What follows belongs to an exercise in optimizing a design on an open flow for small area, a short achievable clock period and few clock cycles per item; a production flow would make more cautious choices. Only simulation tests tie the RTL to the original design; equivalence was not proved. Power figures rest on the tool's default switching activity, not on a simulated workload.

==> 07-07: inputs <==
==> flow/design.v <==
package spq_pkg;
    localparam int DEPTH     = 16;
    localparam int DATA_BITS = 8;
    localparam int PRIO_BITS = 8;
    localparam int CNT_BITS  = $clog2(DEPTH + 1);
    localparam int IN_BITS   = DATA_BITS + PRIO_BITS;
    localparam int IN_BYTES  = (IN_BITS + 7) / 8;
    localparam int OUT_BITS  = DATA_BITS + 2 + DATA_BITS + 1 + CNT_BITS;
    localparam int OUT_BYTES = (OUT_BITS + 7) / 8;
    localparam logic MODE_PUSH = 1'b0;
    localparam logic MODE_POP  = 1'b1;
    typedef enum logic [1:0] {
        ST_OK    = 2'd0,
        ST_EMPTY = 2'd1,
        ST_FULL  = 2'd2
    } status_t;
endpackage
module spq_ctrl (
    input  logic clk,
    input  logic rst_n,
    input  logic s_tvalid,
    output logic s_tready,
    output logic m_tvalid,
    input  logic m_tready,
    output logic exec,
    output logic exec_next,
    output logic a_load,
    output logic load,
    output logic out_load_next,
    output logic out_load_live
);
    logic a_valid;
    logic a_valid_next;
    logic in_valid;
    logic out_valid;
    logic skid_valid;
    logic out_free;
    logic in_valid_next;
    logic skid_valid_next;
    logic ready_q;
    assign s_tready = ready_q;
    assign load     = !(in_valid && skid_valid);
    assign a_load   = !a_valid || load;
    logic exec_q;
    assign exec     = exec_q;
    assign m_tvalid = out_valid;
    assign out_free = !out_valid || m_tready;
    assign out_load_next = exec && out_free;
    assign out_load_live = skid_valid && m_tready;
    assign a_valid_next    = (s_tvalid && a_load) || (a_valid && !load);
    assign in_valid_next   = (a_valid && load) || (in_valid && !exec);
    assign skid_valid_next = skid_valid ? !m_tready : (exec && !out_free);
    assign exec_next       = in_valid_next && !skid_valid_next;
    always_ff @(posedge clk or negedge rst_n)
    begin
        if (!rst_n)
        begin
            a_valid    <= 1'b0;
            in_valid   <= 1'b0;
            out_valid  <= 1'b0;
            skid_valid <= 1'b0;
            ready_q    <= 1'b1;
            exec_q     <= 1'b0;
        end
        else
        begin
            a_valid    <= a_valid_next;
            in_valid   <= in_valid_next;
            out_valid  <= exec || skid_valid || (out_valid && !m_tready);
            skid_valid <= skid_valid_next;
            ready_q    <= !a_valid_next || !(in_valid_next && skid_valid_next);
            exec_q     <= exec_next;
        end
    end
endmodule
module spq_datapath (
    input  logic                          clk,
    input  logic                          rst_n,
    input  logic                          a_load,
    input  logic                          load,
    input  logic                          exec,
    input  logic                          exec_next,
    input  logic                          out_load_next,
    input  logic                          out_load_live,
    input  logic                          s_mode,
    input  logic [spq_pkg::DATA_BITS-1:0] s_data,
    input  logic [spq_pkg::PRIO_BITS-1:0] s_prio,
    output logic [23:0]                   result
);
    localparam int D  = spq_pkg::DEPTH;
    localparam int W  = spq_pkg::IN_BITS;
    localparam int DB = spq_pkg::DATA_BITS;
    localparam int CB = spq_pkg::CNT_BITS;
    logic          a_mode;
    logic [DB-1:0] a_data;
    logic [spq_pkg::PRIO_BITS-1:0] a_prio;
    logic [spq_pkg::PRIO_BITS-1:0] a_prio_n;
    logic          in_mode;
    logic [DB-1:0] in_data;
    logic [spq_pkg::PRIO_BITS-1:0] in_prio;
    logic [spq_pkg::PRIO_BITS-1:0] in_prio_n;
    logic [W-1:0]  slot [D];
    logic [CB-1:0] count;
    logic [DB-1:0] popped;
    logic [1:0]    status;
    logic [23:0]   out_word;
    logic [D-1:0]  valid;
    logic [D-1:0]  le;
    logic          full;
    logic          empty;
    logic          is_push;
    logic          push_ok;
    logic          pop_ok;
    logic          nonempty;
    always_ff @(posedge clk)
    begin
        if (a_load)
        begin
            a_mode <= s_mode;
            a_data <= s_data;
            a_prio <= s_prio;
            a_prio_n <= ~s_prio;
        end
        if (load)
        begin
            in_mode <= a_mode;
            in_data <= a_data;
            in_prio <= a_prio;
            in_prio_n <= a_prio_n;
        end
    end
    assign full    = count[CB-1];
    assign empty   = !nonempty;
    assign is_push = (in_mode == spq_pkg::MODE_PUSH);
    logic push_ok_q;
    logic pop_ok_q;
    assign push_ok = push_ok_q;
    assign pop_ok  = pop_ok_q;
    function automatic logic prio_le(input logic [spq_pkg::PRIO_BITS-1:0] a,
                                     input logic [spq_pkg::PRIO_BITS-1:0] b);
        logic gt;
        logic eq;
        gt = 1'b0;
        eq = 1'b1;
        for (int k = spq_pkg::PRIO_BITS - 1; k >= 0; k--)
        begin
            gt = gt | (eq & a[k] & ~b[k]);
            eq = eq & ~(a[k] ^ b[k]);
        end
        prio_le = ~gt;
    endfunction
    logic [D-1:0] cmp;
    logic         cmp_ins;
    logic [D-1:0] le_q;
    logic [D-1:0] le_next;
    always_comb
    begin
        for (int i = 0; i < D; i++)
        begin
            valid[i] = count[CB-1] | (count[CB-2:0] > (CB-1)'(i));
            cmp[i]   = valid[i] && prio_le(slot[i][W-1:DB], (i < D / 2) ? a_prio : ~a_prio_n);
        end
        cmp_ins = prio_le(~in_prio_n, a_prio);
    end
    assign le = le_q;
    logic [D-1:0] sel_keep;
    logic [D-1:0] sel_next;
    logic [D-1:0] sel_prev;
    logic [D-1:0] sel_new;
    logic [W-1:0] slot_next [D];
    always_comb
    begin
        for (int i = 0; i < D; i++)
        begin
            sel_next[i] = (i < D - 1) ? pop_ok : 1'b0;
            sel_new[i]  = push_ok && !le[i] && ((i == 0) ? 1'b1 : le[(i > 0) ? i - 1 : 0]);
            sel_prev[i] = push_ok && !le[i] && ((i == 0) ? 1'b0 : !le[(i > 0) ? i - 1 : 0]);
            sel_keep[i] = !(sel_next[i] || sel_new[i] || sel_prev[i]);
            slot_next[i] = ({W{sel_keep[i]}} & slot[i])
                         | ({W{sel_new[i]}}  & {in_prio, in_data})
                         | ({W{sel_next[i]}} & slot[(i < D - 1) ? i + 1 : i])
                         | ({W{sel_prev[i]}} & slot[(i > 0) ? i - 1 : 0]);
            le_next[i]   = (sel_keep[i] && cmp[i] && !((i == D - 1) && pop_ok))
                         | (sel_new[i]  && cmp_ins)
                         | (sel_next[i] && cmp[(i < D - 1) ? i + 1 : i])
                         | (sel_prev[i] && cmp[(i > 0) ? i - 1 : 0]);
        end
    end
    always_ff @(posedge clk)
    begin
        if (load)
        begin
            le_q <= le_next;
        end
    end
    always_ff @(posedge clk)
    begin
        for (int i = 0; i < D; i++)
        begin
            slot[i] <= slot_next[i];
        end
    end
    logic [CB-1:0] count_next;
    always_comb
    begin
        count_next = count;
        if (push_ok)
            count_next = count + 1'b1;
        else if (pop_ok)
            count_next = count - 1'b1;
    end
    always_ff @(posedge clk or negedge rst_n)
    begin
        if (!rst_n)
            count <= '0;
        else
            count <= count_next;
    end
    logic [DB-1:0] popped_next;
    logic [1:0]    status_next;
    logic [DB-1:0] front_next;
    logic          fvalid_next;
    logic [23:0]   result_next;
    logic [23:0]   result_live;
    always_comb
    begin
        popped_next = pop_ok ? slot[0][DB-1:0] : '0;
        fvalid_next = is_push | valid[1];
        if (is_push)
        begin
            status_next = full ? spq_pkg::ST_FULL : spq_pkg::ST_OK;
            front_next  = (!full && !le[0]) ? in_data : slot[0][DB-1:0];
        end
        else
        begin
            status_next = empty ? spq_pkg::ST_EMPTY : spq_pkg::ST_OK;
            front_next  = valid[1] ? slot[1][DB-1:0] : '0;
        end
    end
    logic nonempty_next;
    logic in_mode_next;
    assign nonempty_next = exec ? fvalid_next : nonempty;
    assign in_mode_next  = load ? a_mode : in_mode;
    always_ff @(posedge clk or negedge rst_n)
    begin
        if (!rst_n)
        begin
            nonempty  <= 1'b0;
            push_ok_q <= 1'b0;
            pop_ok_q  <= 1'b0;
        end
        else
        begin
            nonempty  <= nonempty_next;
            push_ok_q <= exec_next && (in_mode_next == spq_pkg::MODE_PUSH) && !count_next[CB-1];
            pop_ok_q  <= exec_next && (in_mode_next == spq_pkg::MODE_POP) && nonempty_next;
        end
    end
    assign result_next = {count_next, fvalid_next, front_next, status_next, popped_next};
    assign result_live = {count, nonempty, nonempty ? slot[0][DB-1:0] : '0, status, popped};
    always_ff @(posedge clk)
    begin
        if (exec)
        begin
            popped <= popped_next;
            status <= status_next;
        end
        if (out_load_next)
            out_word <= result_next;
        else if (out_load_live)
            out_word <= result_live;
    end
    assign result = out_word;
endmodule
module stable_priority_queue (
    input  logic                                clk,
    input  logic                                rst_n,
    input  logic                                s_tvalid,
    output logic                                s_tready,
    input  logic [spq_pkg::IN_BYTES*8-1:0]      s_tdata,
    input  logic                                s_tuser,
    output logic                                m_tvalid,
    input  logic                                m_tready,
    output logic [spq_pkg::OUT_BYTES*8-1:0]     m_tdata
);
    logic exec;
    logic exec_next;
    logic a_load;
    logic load;
    logic out_load_next;
    logic out_load_live;
    spq_ctrl u_ctrl (
        .clk        (clk),
        .rst_n      (rst_n),
        .s_tvalid   (s_tvalid),
        .s_tready   (s_tready),
        .m_tvalid   (m_tvalid),
        .m_tready   (m_tready),
        .exec          (exec),
        .exec_next     (exec_next),
        .a_load        (a_load),
        .load          (load),
        .out_load_next (out_load_next),
        .out_load_live (out_load_live)
    );
    spq_datapath u_datapath (
        .clk        (clk),
        .rst_n      (rst_n),
        .a_load     (a_load),
        .load       (load),
        .exec          (exec),
        .exec_next     (exec_next),
        .out_load_next (out_load_next),
        .out_load_live (out_load_live),
        .s_mode     (s_tuser),
        .s_data     (s_tdata[spq_pkg::DATA_BITS-1:0]),
        .s_prio     (s_tdata[spq_pkg::IN_BITS-1:spq_pkg::DATA_BITS]),
        .result     (m_tdata)
    );
endmodule
==> flow/run.sh <==
#!/bin/bash
# synth_recipe.tcl (not shown) runs the flow's synth.tcl, then flattens the netlist and writes it again
# the make line also repeats each setting of config.mk as NAME=value (left out here)
make -C /OpenROAD-flow-scripts/flow DESIGN_CONFIG=/design/flow/config.mk WORK_HOME=/design/flow/orfs CLKGATE_MAP_FILE= SYNTH_SCRIPT=/design/flow/synth_recipe.tcl finish
==> flow/config.mk <==
export PLATFORM = sky130hd
export DESIGN_NAME = stable_priority_queue
export DESIGN_NICKNAME = stable_priority_queue
export VERILOG_FILES = /design/flow/design.v
export SDC_FILE = /design/flow/constraint.sdc
export NUM_CORES = 4
export LEC_CHECK = 0
export CAP_MARGIN = 20
export CORE_MARGIN = 2
export CORE_UTILIZATION = 65
export CTS_CLUSTER_DIAMETER = 60
export CTS_CLUSTER_SIZE = 30
export SETUP_SLACK_MARGIN = 2.8
export SLEW_MARGIN = 20
export TNS_END_PERCENT = 100
==> flow/constraint.sdc <==
create_clock -name core_clock -period 5.0 [get_ports {clk}]
set_input_delay 1.0000 -clock core_clock [delete_from_list [all_inputs] [get_ports {clk}]]
set_output_delay 1.0000 -clock core_clock [all_outputs]
set_load 0.01 [all_outputs]
==> 04-01: changes against 07-07 <==
==> flow/design.v, changed modules only <==
module spq_ctrl (
    input  logic clk,
    input  logic rst_n,
    input  logic s_tvalid,
    output logic s_tready,
    output logic m_tvalid,
    input  logic m_tready,
    output logic exec,
    output logic out_load_next,
    output logic out_load_live
);
    logic in_valid;
    logic out_valid;
    logic skid_valid;
    logic out_free;
    assign s_tready = !(in_valid && skid_valid);
    assign exec     = in_valid && !skid_valid;
    assign m_tvalid = out_valid;
    assign out_free = !out_valid || m_tready;
    assign out_load_next = exec && out_free;
    assign out_load_live = skid_valid && m_tready;
    always_ff @(posedge clk or negedge rst_n)
    begin
        if (!rst_n)
        begin
            in_valid   <= 1'b0;
            out_valid  <= 1'b0;
            skid_valid <= 1'b0;
        end
        else
        begin
            in_valid   <= (s_tvalid && s_tready) || (in_valid && !exec);
            out_valid  <= exec || skid_valid || (out_valid && !m_tready);
            skid_valid <= skid_valid ? !m_tready : (exec && !out_free);
        end
    end
endmodule
module spq_datapath (
    input  logic                          clk,
    input  logic                          rst_n,
    input  logic                          load,
    input  logic                          exec,
    input  logic                          out_load_next,
    input  logic                          out_load_live,
    input  logic                          s_mode,
    input  logic [spq_pkg::DATA_BITS-1:0] s_data,
    input  logic [spq_pkg::PRIO_BITS-1:0] s_prio,
    output logic [23:0]                   result
);
    localparam int D  = spq_pkg::DEPTH;
    localparam int W  = spq_pkg::IN_BITS;
    localparam int DB = spq_pkg::DATA_BITS;
    localparam int CB = spq_pkg::CNT_BITS;
    logic          in_mode;
    logic [DB-1:0] in_data;
    logic [spq_pkg::PRIO_BITS-1:0] in_prio;
    logic [W-1:0]  slot [D];
    logic [CB-1:0] count;
    logic [DB-1:0] popped;
    logic [1:0]    status;
    logic [23:0]   out_word;
    logic [D-1:0]  valid;
    logic [D-1:0]  le;
    logic          full;
    logic          empty;
    logic          is_push;
    logic          push_ok;
    logic          pop_ok;
    always_ff @(posedge clk)
    begin
        if (load)
        begin
            in_mode <= s_mode;
            in_data <= s_data;
            in_prio <= s_prio;
        end
    end
    assign full    = count[CB-1];
    assign empty   = (count == '0);
    assign is_push = (in_mode == spq_pkg::MODE_PUSH);
    assign push_ok = exec && is_push && !full;
    assign pop_ok  = exec && !is_push && !empty;
    function automatic logic prio_le(input logic [spq_pkg::PRIO_BITS-1:0] a,
                                     input logic [spq_pkg::PRIO_BITS-1:0] b);
        logic gt;
        logic eq;
        gt = 1'b0;
        eq = 1'b1;
        for (int k = spq_pkg::PRIO_BITS - 1; k >= 0; k--)
        begin
            gt = gt | (eq & a[k] & ~b[k]);
            eq = eq & ~(a[k] ^ b[k]);
        end
        prio_le = ~gt;
    endfunction
    always_comb
    begin
        for (int i = 0; i < D; i++)
        begin
            valid[i] = count[CB-1] | (count[CB-2:0] > (CB-1)'(i));
            le[i]    = valid[i] && prio_le(slot[i][W-1:DB], in_prio);
        end
    end
    logic [D-1:0] sel_keep;
    logic [D-1:0] sel_next;
    logic [D-1:0] sel_prev;
    logic [D-1:0] sel_new;
    logic [W-1:0] slot_next [D];
    always_comb
    begin
        for (int i = 0; i < D; i++)
        begin
            sel_next[i] = (i < D - 1) ? pop_ok : 1'b0;
            sel_new[i]  = push_ok && !le[i] && ((i == 0) ? 1'b1 : le[(i > 0) ? i - 1 : 0]);
            sel_prev[i] = push_ok && !le[i] && ((i == 0) ? 1'b0 : !le[(i > 0) ? i - 1 : 0]);
            sel_keep[i] = !(sel_next[i] || sel_new[i] || sel_prev[i]);
            slot_next[i] = ({W{sel_keep[i]}} & slot[i])
                         | ({W{sel_new[i]}}  & {in_prio, in_data})
                         | ({W{sel_next[i]}} & slot[(i < D - 1) ? i + 1 : i])
                         | ({W{sel_prev[i]}} & slot[(i > 0) ? i - 1 : 0]);
        end
    end
    always_ff @(posedge clk)
    begin
        for (int i = 0; i < D; i++)
        begin
            slot[i] <= slot_next[i];
        end
    end
    logic [CB-1:0] count_next;
    always_comb
    begin
        count_next = count;
        if (push_ok)
            count_next = count + 1'b1;
        else if (pop_ok)
            count_next = count - 1'b1;
    end
    always_ff @(posedge clk or negedge rst_n)
    begin
        if (!rst_n)
            count <= '0;
        else
            count <= count_next;
    end
    logic [DB-1:0] popped_next;
    logic [1:0]    status_next;
    logic [DB-1:0] front_next;
    logic [23:0]   result_next;
    logic [23:0]   result_live;
    always_comb
    begin
        popped_next = pop_ok ? slot[0][DB-1:0] : '0;
        if (is_push)
            status_next = full ? spq_pkg::ST_FULL : spq_pkg::ST_OK;
        else
            status_next = empty ? spq_pkg::ST_EMPTY : spq_pkg::ST_OK;
        if (pop_ok)
            front_next = valid[1] ? slot[1][DB-1:0] : '0;
        else if (push_ok && !le[0])
            front_next = in_data;
        else
            front_next = empty ? '0 : slot[0][DB-1:0];
    end
    assign result_next = {count_next, count_next != '0, front_next, status_next, popped_next};
    assign result_live = {count, !empty, empty ? '0 : slot[0][DB-1:0], status, popped};
    always_ff @(posedge clk)
    begin
        if (exec)
        begin
            popped <= popped_next;
            status <= status_next;
        end
        if (out_load_next)
            out_word <= result_next;
        else if (out_load_live)
            out_word <= result_live;
    end
    assign result = out_word;
endmodule
module stable_priority_queue (
    input  logic                                clk,
    input  logic                                rst_n,
    input  logic                                s_tvalid,
    output logic                                s_tready,
    input  logic [spq_pkg::IN_BYTES*8-1:0]      s_tdata,
    input  logic                                s_tuser,
    output logic                                m_tvalid,
    input  logic                                m_tready,
    output logic [spq_pkg::OUT_BYTES*8-1:0]     m_tdata
);
    logic exec;
    logic out_load_next;
    logic out_load_live;
    spq_ctrl u_ctrl (
        .clk        (clk),
        .rst_n      (rst_n),
        .s_tvalid   (s_tvalid),
        .s_tready   (s_tready),
        .m_tvalid   (m_tvalid),
        .m_tready   (m_tready),
        .exec          (exec),
        .out_load_next (out_load_next),
        .out_load_live (out_load_live)
    );
    spq_datapath u_datapath (
        .clk        (clk),
        .rst_n      (rst_n),
        .load       (s_tready),
        .exec          (exec),
        .out_load_next (out_load_next),
        .out_load_live (out_load_live),
        .s_mode     (s_tuser),
        .s_data     (s_tdata[spq_pkg::DATA_BITS-1:0]),
        .s_prio     (s_tdata[spq_pkg::IN_BITS-1:spq_pkg::DATA_BITS]),
        .result     (m_tdata)
    );
endmodule
- CORE_UTILIZATION: 65 -> 40
- CTS_CLUSTER_DIAMETER: 60 -> not set
- CTS_CLUSTER_SIZE: 30 -> not set
- SETUP_SLACK_MARGIN: 2.8 -> 3.0
- TNS_END_PERCENT: 100 -> 0
==> 07-28: changes against 07-07 <==
--- a/flow/design.v
+++ b/flow/design.v
@@ -99,5 +99,4 @@
     logic [DB-1:0] in_data;
     logic [spq_pkg::PRIO_BITS-1:0] in_prio;
-    logic [spq_pkg::PRIO_BITS-1:0] in_prio_n;
     logic [W-1:0]  slot [D];
     logic [CB-1:0] count;
@@ -127,5 +126,4 @@
             in_data <= a_data;
             in_prio <= a_prio;
-            in_prio_n <= a_prio_n;
         end
     end
@@ -161,5 +159,5 @@
             cmp[i]   = valid[i] && prio_le(slot[i][W-1:DB], (i < D / 2) ? a_prio : ~a_prio_n);
         end
-        cmp_ins = prio_le(~in_prio_n, a_prio);
+        cmp_ins = prio_le(in_prio, ~a_prio_n);
     end
     assign le = le_q;
- SETUP_SLACK_MARGIN: 2.8 -> 3.0
==> 12-16: changes against 07-07 <==
--- a/flow/design.v
+++ b/flow/design.v
@@ -95,9 +95,7 @@
     logic [DB-1:0] a_data;
     logic [spq_pkg::PRIO_BITS-1:0] a_prio;
-    logic [spq_pkg::PRIO_BITS-1:0] a_prio_n;
     logic          in_mode;
     logic [DB-1:0] in_data;
     logic [spq_pkg::PRIO_BITS-1:0] in_prio;
-    logic [spq_pkg::PRIO_BITS-1:0] in_prio_n;
     logic [W-1:0]  slot [D];
     logic [CB-1:0] count;
@@ -120,5 +118,4 @@
             a_data <= s_data;
             a_prio <= s_prio;
-            a_prio_n <= ~s_prio;
         end
         if (load)
@@ -127,5 +124,4 @@
             in_data <= a_data;
             in_prio <= a_prio;
-            in_prio_n <= a_prio_n;
         end
     end
@@ -159,7 +155,7 @@
         begin
             valid[i] = count[CB-1] | (count[CB-2:0] > (CB-1)'(i));
-            cmp[i]   = valid[i] && prio_le(slot[i][W-1:DB], (i < D / 2) ? a_prio : ~a_prio_n);
+            cmp[i]   = valid[i] && prio_le(slot[i][W-1:DB], a_prio);
         end
-        cmp_ins = prio_le(~in_prio_n, a_prio);
+        cmp_ins = prio_le(in_prio, a_prio);
     end
     assign le = le_q;
- SETUP_SLACK_MARGIN: 2.8 -> 2.6
==> comparison table <==
item	07-28	12-16	07-07	04-01
Top class by area	multi-input gates	multi-input gates	flip-flops and latches	multi-input gates
Static leakage	8.06 nW	7.67 nW	8.01 nW	7.60 nW
Footprint of the multi-input gates	0.00875 mm2	0.00833 mm2	0.00839 mm2	0.00913 mm2
Routed vias	15601	14927	15106	15625
Total half-perimeter wirelength after legalization and detailed placement	32.2 mm	31.3 mm	31.0 mm	38.4 mm
Number of instances on the worst hold path	0	0	0	2
Result of the run	no timing/DRC/antenna violations	no timing/DRC/antenna violations	no timing/DRC/antenna violations	no timing/DRC/antenna violations
Per-cell via count in the routed design	7.14	6.89	6.87	6.40
Power drawn by the clock network	2.50 mW	2.42 mW	2.61 mW	2.66 mW
Cell count after placement	2052	2075	2078	2299
Final Wtd Congestion	0.923	0.907	0.874	0.879
Total power consumption of the routed design	13.9 mW	13.1 mW	13.5 mW	11.8 mW
Wire length on met1	21.2 mm	20.5 mm	20.1 mm	24.5 mm
Clock network share of area	0.0515	0.0537	0.0569	0.0604
Wire length reported by the detailed router	50.7 mm	48.1 mm	47.0 mm	58.5 mm
Seq. pwr	5.64 mW	5.51 mW	5.73 mW	4.98 mW
Layout cell share with drive strength beyond 1	0.165	0.110	0.147	0.147
Sequential share of the synthesized area	0.474	0.472	0.489	0.421
Launch point of the worst hold path	u_datapath.a_data[3]$_DFFE_PN_	u_datapath.a_data[1]$_DFFE_PN_	u_datapath.a_data[4]$_DFFE_PN_	u_datapath.slot[15][6]$_DFF_P_
Critical path arrival	2.56 ns	2.73 ns	2.62 ns	3.06 ns
Multiplexer area fraction after synthesis	0.0182	0.0187	0.0189	0.0549
Cell area after layout	0.0199 mm2	0.0189 mm2	0.0196 mm2	0.0196 mm2
Adder and majority cell fraction of the synthesized area	0.0216	0.0245	0.0257	0.0251
Testbench counts of 07-07, summed over its fixed seeds: cycles 9,624, items 9,600.
Testbench counts of 04-01, summed over its fixed seeds: cycles 9,616, items 9,600.
Testbench counts of 07-28, summed over its fixed seeds: cycles 9,624, items 9,600.
Testbench counts of 12-16, summed over its fixed seeds: cycles 9,624, items 9,600.

==> afterwards: timing with drivers on the ports <==
The flow's constraints put no driver on any port. The routed layouts listed below were extracted and timed again, unchanged, in two steps.
Step 1, drivers: a clkbuf_16 drives clk and a buf_2 each remaining input, both assumed.
Step 2, shift: input delay + t, output delay - t, t = (earliest + latest rising clock arrival at the registers) / 2. This alone moves slack from input paths to output paths.
Slacks: no drivers / after step 1 / after step 2; pairs: no drivers / after step 1.
run	t, ns	setup WS [ns]	worst setup path after step 2	clock arrival spread, ns	cell pins on the clock port's net
07-07	0.634	2.712 / 2.712 / 2.320	input to register	0.020 / 0.020	1
04-01	0.583	2.362 / 2.362 / 2.070	input to register	0.021 / 0.021	1
07-28	0.603	2.743 / 2.743 / 2.414	input to register	0.019 / 0.018	1
12-16	0.627	2.577 / 2.577 / 2.250	input to register	0.024 / 0.025	1
After both steps every run listed still meets setup and hold. For 07-07, which loses most, drivers alone change the setup slack by 0.000 ns; drivers and shift together by -0.392 ns.
